Source: an optimization exercise on an open RTL-to-GDS flow (aim: small area, a short achievable clock period and few clock cycles per item). Production flows keep margins and buffers that such runs may drop.
Function was checked by simulation only, so behaviour that the tests miss may differ from the original.
No activity file was given, so power comes from the tool's default toggle rates.

$ cat design/flow/config.mk
export PLATFORM = sky130hd
export DESIGN_NAME = least_rotation_finder
export DESIGN_NICKNAME = least_rotation_finder
export VERILOG_FILES = /design/flow/design.v
export SDC_FILE = /design/flow/constraint.sdc
export NUM_CORES = 4
export LEC_CHECK = 0
export CAP_MARGIN = 20
export CORE_MARGIN = 2
export CORE_UTILIZATION = 40
export SLEW_MARGIN = 20
$ cat design/flow/constraint.sdc
create_clock -name core_clock -period 8.0 [get_ports {clk_i}]
set_input_delay 1.6000 -clock core_clock [delete_from_list [all_inputs] [get_ports {clk_i}]]
set_output_delay 1.6000 -clock core_clock [all_outputs]
set_load 0.01 [all_outputs]
$ cat design/flow/design.v
`timescale 1ns / 1ps
package lrf_pkg;
  localparam int unsigned MAX_LEN_DEF = 64;
  localparam int unsigned DATA_W = 32;
  localparam int unsigned SW = 6;
  localparam int unsigned CW = 7;
  typedef struct packed {
    logic signed [DATA_W-1:0] element;
    logic                     final_element;
  } in_item_t;
  typedef struct packed {
    logic signed [DATA_W-1:0] rotated_element;
    logic                     final_result;
    logic                     overflowed;
  } out_item_t;
endpackage
`timescale 1ns / 1ps
module lrf_ctrl (
  input  logic                        clk_i,
  input  logic                        rst_ni,
  input  logic                        closed_i,   
  input  logic                        vis_i,      
  input  logic [lrf_pkg::CW-1:0]      n_i,        
  input  logic [lrf_pkg::CW-1:0]      nl_i,       
  output logic [lrf_pkg::SW-1:0]      ra_o,
  output logic [lrf_pkg::SW-1:0]      rb_o,
  input  logic [lrf_pkg::DATA_W-1:0]  da_i,
  input  logic [lrf_pkg::DATA_W-1:0]  db_i,
  output logic                        done_o,
  output logic [lrf_pkg::SW-1:0]      best_o
);
  localparam int unsigned SW = lrf_pkg::SW;
  localparam int unsigned CW = lrf_pkg::CW;
  logic [CW-1:0] i_q, j_q, k_q, ia_q, jb_q;
  logic [SW-1:0] pa_q, pb_q, pi_q, pj_q, base_q;
  logic [CW-1:0] i_d, j_d, k_d, ia_d, jb_d;
  logic [SW-1:0] pa_d, pb_d, pi_d, pj_d, base_d;
  logic          done, avail, step, gt, lt;
  logic [SW-1:0] inc_a, inc_b, base_nx;
  logic [CW-1:0] ia_w, jb_w;
  assign ra_o = pa_q;
  assign rb_o = pb_q;
  assign done   = vis_i && ((i_q >= n_i) || (j_q >= n_i) || (k_q >= n_i));
  assign avail  = vis_i || ((ia_q < nl_i) && (jb_q < nl_i));
  assign step   = !done && avail;
  assign done_o = done;
  assign best_o = (i_q < j_q) ? i_q[SW-1:0] : j_q[SW-1:0];
  assign gt = $signed(da_i) > $signed(db_i);
  assign lt = $signed(da_i) < $signed(db_i);
  assign inc_a = (vis_i && (ia_q + CW'(1) == n_i)) ? base_q : pa_q + SW'(1);
  assign inc_b = (vis_i && (jb_q + CW'(1) == n_i)) ? base_q : pb_q + SW'(1);
  assign ia_w = (closed_i && (ia_q >= n_i)) ? ia_q - n_i : ia_q;
  assign jb_w = (closed_i && (jb_q >= n_i)) ? jb_q - n_i : jb_q;
  assign base_nx = base_q + n_i[SW-1:0];
  always_comb begin
    i_d    = i_q;
    j_d    = j_q;
    k_d    = k_q;
    ia_d   = ia_q;
    jb_d   = jb_q;
    pa_d   = base_q + ia_w[SW-1:0];
    pb_d   = base_q + jb_w[SW-1:0];
    pi_d   = pi_q;
    pj_d   = pj_q;
    base_d = base_q;
    if (done) begin
      base_d = base_nx;
      i_d    = '0;
      j_d    = CW'(1);
      k_d    = '0;
      ia_d   = '0;
      jb_d   = CW'(1);
      pa_d   = base_nx;
      pb_d   = base_nx + SW'(1);
      pi_d   = base_nx;
      pj_d   = base_nx + SW'(1);
    end else if (step) begin
      if (gt) begin
        k_d = '0;
        if (ia_q + CW'(1) == j_q) begin
          i_d  = j_q;
          j_d  = j_q + CW'(1);
          ia_d = j_q;
          jb_d = j_q + CW'(1);
          pa_d = pj_q;
          pb_d = pj_q + SW'(1);
          pi_d = pj_q;
          pj_d = pj_q + SW'(1);
        end else begin
          i_d  = ia_q + CW'(1);
          ia_d = ia_q + CW'(1);
          jb_d = j_q;
          pa_d = inc_a;
          pb_d = pj_q;
          pi_d = inc_a;
        end
      end else if (lt) begin
        k_d  = '0;
        ia_d = i_q;
        pa_d = pi_q;
        if (jb_q + CW'(1) == i_q) begin
          j_d  = i_q + CW'(1);
          jb_d = i_q + CW'(1);
          pb_d = pi_q + SW'(1);
          pj_d = pi_q + SW'(1);
        end else begin
          j_d  = jb_q + CW'(1);
          jb_d = jb_q + CW'(1);
          pb_d = inc_b;
          pj_d = inc_b;
        end
      end else begin
        k_d  = k_q + CW'(1);
        ia_d = ia_q + CW'(1);
        jb_d = jb_q + CW'(1);
        pa_d = inc_a;
        pb_d = inc_b;
      end
    end
  end
  always_ff @(posedge clk_i or negedge rst_ni) begin
    if (!rst_ni) begin
      i_q    <= '0;
      j_q    <= CW'(1);
      k_q    <= '0;
      ia_q   <= '0;
      jb_q   <= CW'(1);
      pa_q   <= '0;
      pb_q   <= SW'(1);
      pi_q   <= '0;
      pj_q   <= SW'(1);
      base_q <= '0;
    end else begin
      i_q    <= i_d;
      j_q    <= j_d;
      k_q    <= k_d;
      ia_q   <= ia_d;
      jb_q   <= jb_d;
      pa_q   <= pa_d;
      pb_q   <= pb_d;
      pi_q   <= pi_d;
      pj_q   <= pj_d;
      base_q <= base_d;
    end
  end
endmodule
`timescale 1ns / 1ps
module lrf_datapath (
  input  logic                        clk_i,
  input  logic                        we_i,
  input  logic [lrf_pkg::SW-1:0]      wa_i,
  input  logic [lrf_pkg::DATA_W-1:0]  wd_i,
  input  logic [lrf_pkg::SW-1:0]      ra_i,
  input  logic [lrf_pkg::SW-1:0]      rb_i,
  input  logic [lrf_pkg::SW-1:0]      ro_i,
  output logic [lrf_pkg::DATA_W-1:0]  da_o,
  output logic [lrf_pkg::DATA_W-1:0]  db_o,
  output logic [lrf_pkg::DATA_W-1:0]  do_o
);
  logic [lrf_pkg::DATA_W-1:0] mem_q [lrf_pkg::MAX_LEN_DEF];
  always_ff @(posedge clk_i) begin
    if (we_i) begin
      mem_q[wa_i] <= wd_i;
    end
  end
  assign da_o = mem_q[ra_i];
  assign db_o = mem_q[rb_i];
  assign do_o = mem_q[ro_i];
endmodule
`timescale 1ns / 1ps
module least_rotation_finder (
  input  logic               clk_i,
  input  logic               rst_ni,
  input  logic               start,
  output logic               busy,
  input  lrf_pkg::in_item_t  in_item_i,
  output lrf_pkg::out_item_t out_item_o,
  output logic               out_strobe_o
);
  localparam int unsigned SW = lrf_pkg::SW;
  localparam int unsigned CW = lrf_pkg::CW;
  localparam int unsigned DW = lrf_pkg::DATA_W;
  logic          busy_q;
  logic [CW-1:0] lcnt_q;     
  logic [CW-1:0] lvis_q;     
  logic          ldrop_q;    
  logic [SW-1:0] wp_q;       
  logic [CW-1:0] used_q;     
  logic          wr_en_q;
  logic [SW-1:0] wr_slot_q;
  logic [DW-1:0] wr_data_q;
  logic          push_q;     
  logic [CW-1:0] qn_q [4];
  logic          qd_q [4];
  logic [SW-1:0] qb_q [4];
  logic [1:0]    hd_q;       
  logic [2:0]    cnt_q;      
  logic [2:0]    srch_q;     
  logic [SW-1:0] ob_q;       
  logic          oact_q;
  logic [SW-1:0] po_q;       
  logic [CW-1:0] olx_q;      
  logic [CW-1:0] ocnt_q;     
  logic          ostb_q;
  logic [DW-1:0] odat_q;
  logic          ofin_q;
  logic          odrop_q;
  logic [SW-1:0] ra, rb;
  logic [DW-1:0] da, db, dout;
  lrf_datapath u_datapath (
    .clk_i (clk_i),
    .we_i  (wr_en_q),
    .wa_i  (wr_slot_q),
    .wd_i  (wr_data_q),
    .ra_i  (ra),
    .rb_i  (rb),
    .ro_i  (po_q),
    .da_o  (da),
    .db_o  (db),
    .do_o  (dout)
  );
  logic [1:0]    se;
  logic          s_closed, s_vis, s_done;
  logic [CW-1:0] s_n;
  logic [SW-1:0] s_best;
  assign se       = hd_q + srch_q[1:0];
  assign s_closed = (srch_q != cnt_q);
  assign s_vis    = s_closed && !(push_q && (srch_q + 3'd1 == cnt_q));
  assign s_n      = qn_q[se];
  lrf_ctrl u_ctrl (
    .clk_i    (clk_i),
    .rst_ni   (rst_ni),
    .closed_i (s_closed),
    .vis_i    (s_vis),
    .n_i      (s_n),
    .nl_i     (lvis_q),
    .ra_o     (ra),
    .rb_o     (rb),
    .da_i     (da),
    .db_i     (db),
    .done_o   (s_done),
    .best_o   (s_best)
  );
  logic          acc, stored, push;
  logic [1:0]    tl;
  assign acc    = start && !busy_q;
  assign stored = acc && !lcnt_q[CW-1];
  assign push   = acc && in_item_i.final_element;
  assign tl     = hd_q + cnt_q[1:0];
  logic [CW-1:0] h_n;
  logic [SW-1:0] h_b;
  logic          h_d;
  logic [1:0]    hd1;
  logic          last, wrap;
  assign h_n  = qn_q[hd_q];
  assign h_b  = qb_q[hd_q];
  assign h_d  = qd_q[hd_q];
  assign hd1  = hd_q + 2'd1;
  assign last = oact_q && (ocnt_q + CW'(1) == h_n);
  assign wrap = (olx_q + CW'(1) == h_n);
  logic [CW-1:0] u1, x0, x1, st0, st1;
  logic          fr0, fr1;
  assign u1  = used_q + 7'd1;
  assign x0  = used_q - 7'd64;
  assign x1  = u1 - 7'd64;
  assign st0 = (x0 >= {1'b0, h_b}) ? x0 - {1'b0, h_b} : x0 + h_n - {1'b0, h_b};
  assign st1 = (x1 >= {1'b0, h_b}) ? x1 - {1'b0, h_b} : x1 + h_n - {1'b0, h_b};
  assign fr0 = !used_q[CW-1] ||
               ((cnt_q != 3'd0) && oact_q && (x0 < h_n) && (st0 < ocnt_q));
  assign fr1 = !u1[CW-1] ||
               ((cnt_q != 3'd0) && oact_q && (x1 < h_n) && (st1 < ocnt_q));
  logic b_noacc, b_acc_nf, b_acc_f, busy_d;
  assign b_noacc  = (!lcnt_q[CW-1] && !fr0) || (cnt_q == 3'd4);
  assign b_acc_nf = ((lcnt_q < CW'(63)) && !fr1) || (cnt_q == 3'd4);
  assign b_acc_f  = (lcnt_q[CW-1] ? !fr0 : !fr1) || (cnt_q >= 3'd3);
  assign busy_d   = !acc ? b_noacc : (in_item_i.final_element ? b_acc_f : b_acc_nf);
  logic pop;
  assign pop = last;
  always_ff @(posedge clk_i) begin
    wr_slot_q <= wp_q;
    wr_data_q <= in_item_i.element;
    if (oact_q) begin
      odat_q  <= dout;
      ofin_q  <= last;
      odrop_q <= h_d;
    end
    if (push) begin
      qn_q[tl] <= stored ? lcnt_q + CW'(1) : lcnt_q;
      qd_q[tl] <= ldrop_q || !stored;
    end
    if (s_done) begin
      qb_q[se] <= s_best;
    end
  end
  always_ff @(posedge clk_i or negedge rst_ni) begin
    if (!rst_ni) begin
      busy_q  <= 1'b0;
      lcnt_q  <= '0;
      lvis_q  <= '0;
      ldrop_q <= 1'b0;
      wp_q    <= '0;
      used_q  <= '0;
      wr_en_q <= 1'b0;
      push_q  <= 1'b0;
      hd_q    <= '0;
      cnt_q   <= '0;
      srch_q  <= '0;
      ob_q    <= '0;
      oact_q  <= 1'b0;
      po_q    <= '0;
      olx_q   <= '0;
      ocnt_q  <= '0;
      ostb_q  <= 1'b0;
    end else begin
      busy_q  <= busy_d;
      wr_en_q <= stored;
      push_q  <= push;
      lvis_q  <= lcnt_q;
      if (acc) begin
        if (in_item_i.final_element) begin
          lcnt_q  <= '0;
          ldrop_q <= 1'b0;
        end else begin
          if (stored) lcnt_q <= lcnt_q + CW'(1);
          else        ldrop_q <= 1'b1;
        end
      end
      if (stored) wp_q <= wp_q + SW'(1);
      used_q <= used_q + CW'(stored) - (pop ? h_n : CW'(0));
      cnt_q  <= cnt_q + 3'(push) - 3'(pop);
      srch_q <= srch_q + 3'(s_done) - 3'(pop);
      if (pop) begin
        hd_q <= hd1;
        ob_q <= ob_q + h_n[SW-1:0];
      end
      ostb_q <= oact_q;
      if (oact_q) begin
        ocnt_q <= ocnt_q + CW'(1);
        if (wrap) begin
          olx_q <= '0;
          po_q  <= ob_q;
        end else begin
          olx_q <= olx_q + CW'(1);
          po_q  <= po_q + SW'(1);
        end
      end
      if (!oact_q && (srch_q != 3'd0)) begin
        oact_q <= 1'b1;
        ocnt_q <= '0;
        olx_q  <= CW'(h_b);
        po_q   <= ob_q + h_b;
      end else if (last) begin
        if (srch_q >= 3'd2) begin
          ocnt_q <= '0;
          olx_q  <= CW'(qb_q[hd1]);
          po_q   <= ob_q + h_n[SW-1:0] + qb_q[hd1];
        end else begin
          oact_q <= 1'b0;
        end
      end
    end
  end
  assign busy                       = busy_q;
  assign out_strobe_o               = ostb_q;
  assign out_item_o.rotated_element = odat_q;
  assign out_item_o.final_result    = ofin_q;
  assign out_item_o.overflowed      = odrop_q;
endmodule
$ cat design/flow/run.sh
#!/bin/bash
# synth_recipe.tcl (not shown) runs the flow's synth.tcl, then flattens the netlist and writes it again
# the make line also repeats each setting of config.mk as NAME=value (left out here)
make -C /OpenROAD-flow-scripts/flow DESIGN_CONFIG=/design/flow/config.mk WORK_HOME=/design/flow/orfs CLKGATE_MAP_FILE= SYNTH_SCRIPT=/design/flow/synth_recipe.tcl finish
==> notes.md <==
## synthesized netlist by cell type (52+ instances only)
cell type	n
edfxtp_1	2138
mux4_2	2032
clkbuf_1	373
ha_1	203
inv_1	172
nor2_1	164
buf_1	151
nand2_1	144
a21oi_1	129
dfrtp_1	128
xnor2_1	112
o21ai_0	97
nand3_1	63
xor2_1	55
a21o_1	52
## stage by stage
step                      total power, µW  hold slack (ns)  instance area [µm²]  std cells
final                               63900            0.381               144000      10956
after global routing                66700            0.387               143000      10949
after CTS                           63900            0.377               143000      10944
after detailed placement            51200            0.379               135000      10456
after global placement              51100            0.377               134000      10449
after floorplan                     39700            0.365               127000       6468
## power groups by stage
| stage | registers, µW | clock network [µW] | logic (µW) |
|---|---|---|---|
| 4_1_cts | 15800 | 12800 | 35300 |
| 5_1_grt | 15900 | 13200 | 37500 |
| 3_5_place_dp | 16000 | 0 | 35200 |
| 2_1_floorplan | 14800 | 0 | 25000 |
| 6_report | 15800 | 12600 | 35500 |
| 3_3_place_gp | 16000 | 0 | 35100 |
## per-layer routing
layer | routed length (µm) | track usage (%)
met5 | 69 | 0
met1 | 167000 | 37.9
met2 | 201000 | 41.1
met3 | 52900 | 6.97
met4 | 21000 | 11.4
## kinds of logic (layout without fill, tap and decap cells)
kind of cell | count (synthesis) | count (layout)
compound gates | 419 | 419
buf+inv | 703 | 1002
flops | 2308 | 2308
simple gates | 537 | 537
mux | 2097 | 2097
xor+xnor | 176 | 176
other cells | 0 | 9
fa+ha+maj | 228 | 228
## worst paths after layout
kind | start | end | depth (start not counted)
worst max-delay path | u_ctrl.pb_q[0]$_DFF_PN1_ | u_ctrl.i_q[2]$_DFFE_PN0P_ | 16
worst min-delay path | wp_q[5]$_DFFE_PN0P_ | wr_slot_q[5]$_DFF_P_ | 0
worst max register to register | u_ctrl.pb_q[0]$_DFF_PN1_ | u_ctrl.i_q[2]$_DFFE_PN0P_ | 16
worst min register to register | wp_q[5]$_DFFE_PN0P_ | wr_slot_q[5]$_DFF_P_ | 0
max in group asynchronous | rst_ni | po_q[0]$_DFF_PN0_ | 2
min in group asynchronous | rst_ni | u_ctrl.base_q[3]$_DFFE_PN0P_ | 1
## flip-flops by register name (all words and copies together), names as in the netlist, 7 cells and up
name              flops
lcnt_q                7
u_ctrl.j_q            7
olx_q                 7
qn_q                 28
odat_q               32
u_ctrl.i_q            7
lvis_q                7
u_ctrl.k_q            7
qb_q                 24
u_ctrl.ia_q           7
wr_data_q            32
ocnt_q                7
u_datapath.mem_q   2048
used_q                7
u_ctrl.jb_q           7
## final cells by class
class,instances,area (µm²),share of cell area [%]
diodes,9,22.5,0.0157
clock buffers,329,7130,4.97
clock inverters,159,1740,1.21
inverters,174,653,0.455
multi-input cells,3457,56800,39.6
flip-flops and latches,2308,68400,47.7
well taps,4180,5230,3.64
repair buffers,340,3520,2.45
## worst max-delay path, cell delays in order, from the launching register on
cell and delay, ns:
dfstp_4 1.05, buf_4 0.44, mux4_2 0.55, mux4_2 0.49, mux4_2 0.49, inv_1 0.07
ha_1 0.19, nand4_1 0.39, nor3_1 0.68, nand4_1 0.71, or3_1 0.78, o21ai_1 0.16
buf_4 0.28, a21o_1 0.36, buf_4 0.28, nand2_1 0.08, o31ai_1 0.09
==> notes.md <==
Floorplanning:
- The die covers 0.323 mm².
- The die extent in x is 568 µm.
- The vertical die dimension is 568 µm.
- The number of placement rows is 207.
- The area of the core region is 0.317 mm².
- The number of top-level pins is 72.
- For this configuration, the core starts out at a cell density of 40.1%.

Placed design:
- The minimum setup slack after placement is 0.781 ns.
- During placement, the flow inserted port buffers numbering 71.
- The HPWL reported at the end of detailed placement is 256 mm.
- The last weighted congestion value of the routability-driven placer is 0.877.

Logic synthesis:
- Sorting the synthesized cells by area gives the leading types as edfxtp_1 50%, mux4_2 36%, dfrtp_1 2.5%.
- Of all flip-flops after synthesis, the portion carrying an async set or reset was 5.72%.
- Summing the areas of all and, or, nand and nor instances in the mapped netlist gives 1.96% of the synthesized area.
- Sequential cells were found to cover 53.6% of the synthesized design area.
- The mux contribution to synthesized area is 36.5%.
- The most frequently used flop master after synthesis is edfxtp_1.
- The count of distinct cell types in the synthesized netlist is 74.
- The number of nets handed over by synthesis was 6732.
- The total of warnings raised by yosys is 3.
- Summing the areas of all fa, ha and maj instances in the mapped netlist gives 2.39% of the synthesized area.
- The area share of the leading cell type in the synthesized netlist is 50.5%.
- The cell taking the most area after synthesis is edfxtp_1.
- The xor and xnor fraction of the mapped netlist area is 1.31%.
- Yosys mapped a number of flops with a built-in enable equal to 2138.
- Synthesis produced 6468 cells.
- The post-synthesis instance area is 0.127 mm².
- The area fraction in compound gates after synthesis is 2.09%.
- The largest family of logic cells by synthesized area is multiplexers.
- Counting flops and latches in the post-synthesis netlist gives 2308.
- A synthesized cell averages 19.7 µm².

Clock tree:
- In this run the post-CTS setup repair buffer count came out at 0.
- The number of gates given a new drive strength after cts is 0.
- After clock tree synthesis, the flow added hold-fix buffers numbering 0.
- In this run the clock root is driven by a clkbuf_16.
- The clock tree from TritonCTS is yes.
- The count of clock tree sinks is 2308.
- The maximum level of the CTS H-tree is 5.
- Counting the buffers created by CTS gives 269.
- For the worst-skew pair, the clock arrives at the later sink with an insertion delay of 0.96 ns.
- Counting along the longest clock path gives a buffer depth of 4.
- Clock-pin slew was measured on the worst setup and hold paths at 0.07 ns.

Power:
- The internal power contribution is 38100 µW.
- The share of total power dissipated in sequential elements is 24.8%.
- Net switching is 40.4% of the power.
- VDD sags by at most 0.900 mV.
- The share of total power dissipated in combinational logic is 55.5%.
- The power dissipated by switching net loads is 25800 µW.
- The leakage power total is 0.0458 µW.
- The power per standard cell area is 445 mW/mm².
- Per report_power, the clock group accounts for 19.7% of the total.

Cells and area:
- For this run, the post-layout net count is 6814.
- Leaving out fill and tap cells, the most frequent cells in the layout are 2138 x edfxtp_1, 2032 x mux4_2, 272 x clkbuf_16.
- Leaving out fill and tap cells, the most frequent cell in the layout is edfxtp_1.
- Fill cells in the final layout number 26389.
- The fraction of layout cells with a size suffix above 1 is 42.4%.
- The area added between synthesis and finish is 12.8%.
- The share of the core filled with cells in the final layout is 45.2%.

Global routing:
- The global-route usage over all layers is 27.3%.
- The residual overflow from global routing is 0.
- The via count of the first global-routing pass came to 76024.
- The maximum number of pins on one net before global-route repair is 130.
- The number of antenna violations at the first check in global routing is 21.
- The first global-routing pass estimated 615 mm of wire.

Worst setup path:
- The startpoint type of the worst setup path is a flip-flop.
- Of all nets on the critical path, the largest fanout is 25.
- The register-to-register setup slack is 0.71 ns.
- STA puts the critical path data arrival time at 8.05 ns.
- The critical path required time is 8.76 ns.
- STA classifies the critical path endpoint as a flip-flop.
- By startpoint and endpoint, the worst setup path is classified as reg2reg.

Detailed routing:
- The average wire per cell in the routed design is 40.4 µm.
- The pre-antenna-repair detailed-routing pass consisted of 6 iterations.
- For this block, the via count after detailed routing is 76296.
- The first routing iteration left 11972 violations.
- The post-detailed-route count of antenna-violating nets is 0.
- In the routed layout, each cell is associated on average with a via count of 6.96.
- In the routed design, unresolved DRC markers number 0.
- For this block, the routed nets add up to 443 mm of wire.

Status:
- The flow ran to the end and the layout has no timing, DRC or antenna violations.

Job:
- The max-cap violation count is 0.

Timing:
- The final number of max-transition violations is 0.
- The slew of the pin with the lowest slew margin is 1.23 ns.
- Static timing analysis puts the maximum clock frequency at 137 MHz.
- The post-route setup TNS is 0 ns.
- In this run the tightest slew margin relative to its limit is 18.3%.
- After layout, the minimum clock period comes to 7.29 ns.
- The clock arrives with 0.0999 ns of skew.
- The setup violation total in the final timing report is 0.
- The final critical path takes up 91.1% of the cycle.
- The final-report hold violation count is 0.
- Once routing completed, OpenROAD measured the worst setup slack at 0.714 ns.
- Setup repair after global routing left no endpoint under its margin.

Min path:
- In this run the worst hold path is classified as reg2reg.
Testbench counts, summed over its fixed seeds: cycles 10,902, elements 6,599.

[afterwards: timing with drivers on the ports]
The flow's constraints put no driver on any port. The routed layout listed below was extracted and timed again, unchanged, in two steps. Step 1 assumes that a clkbuf_16 drives the clock port and a buf_2 every other input. Step 2 adds t to the input delays and takes it off the output delays; t is the mean of the earliest and latest rising clock arrival at the registers after step 1. Input paths then give back, and output paths get back, about the clock's delay inside the block. a / b / c = no drivers / after step 1 / after step 2; a / b = the first two.
shift t [ns]: 1.004
slack for setup (ns): 0.714 / 0.714 / 0.714
clock arrival spread, ns: 0.104 / 0.103
worst register clock-pin slew, ns: 0.07 / 0.07
After both steps this run still meets setup and hold. For this run, drivers alone change the setup slack by 0.000 ns; drivers and shift together by 0.000 ns.
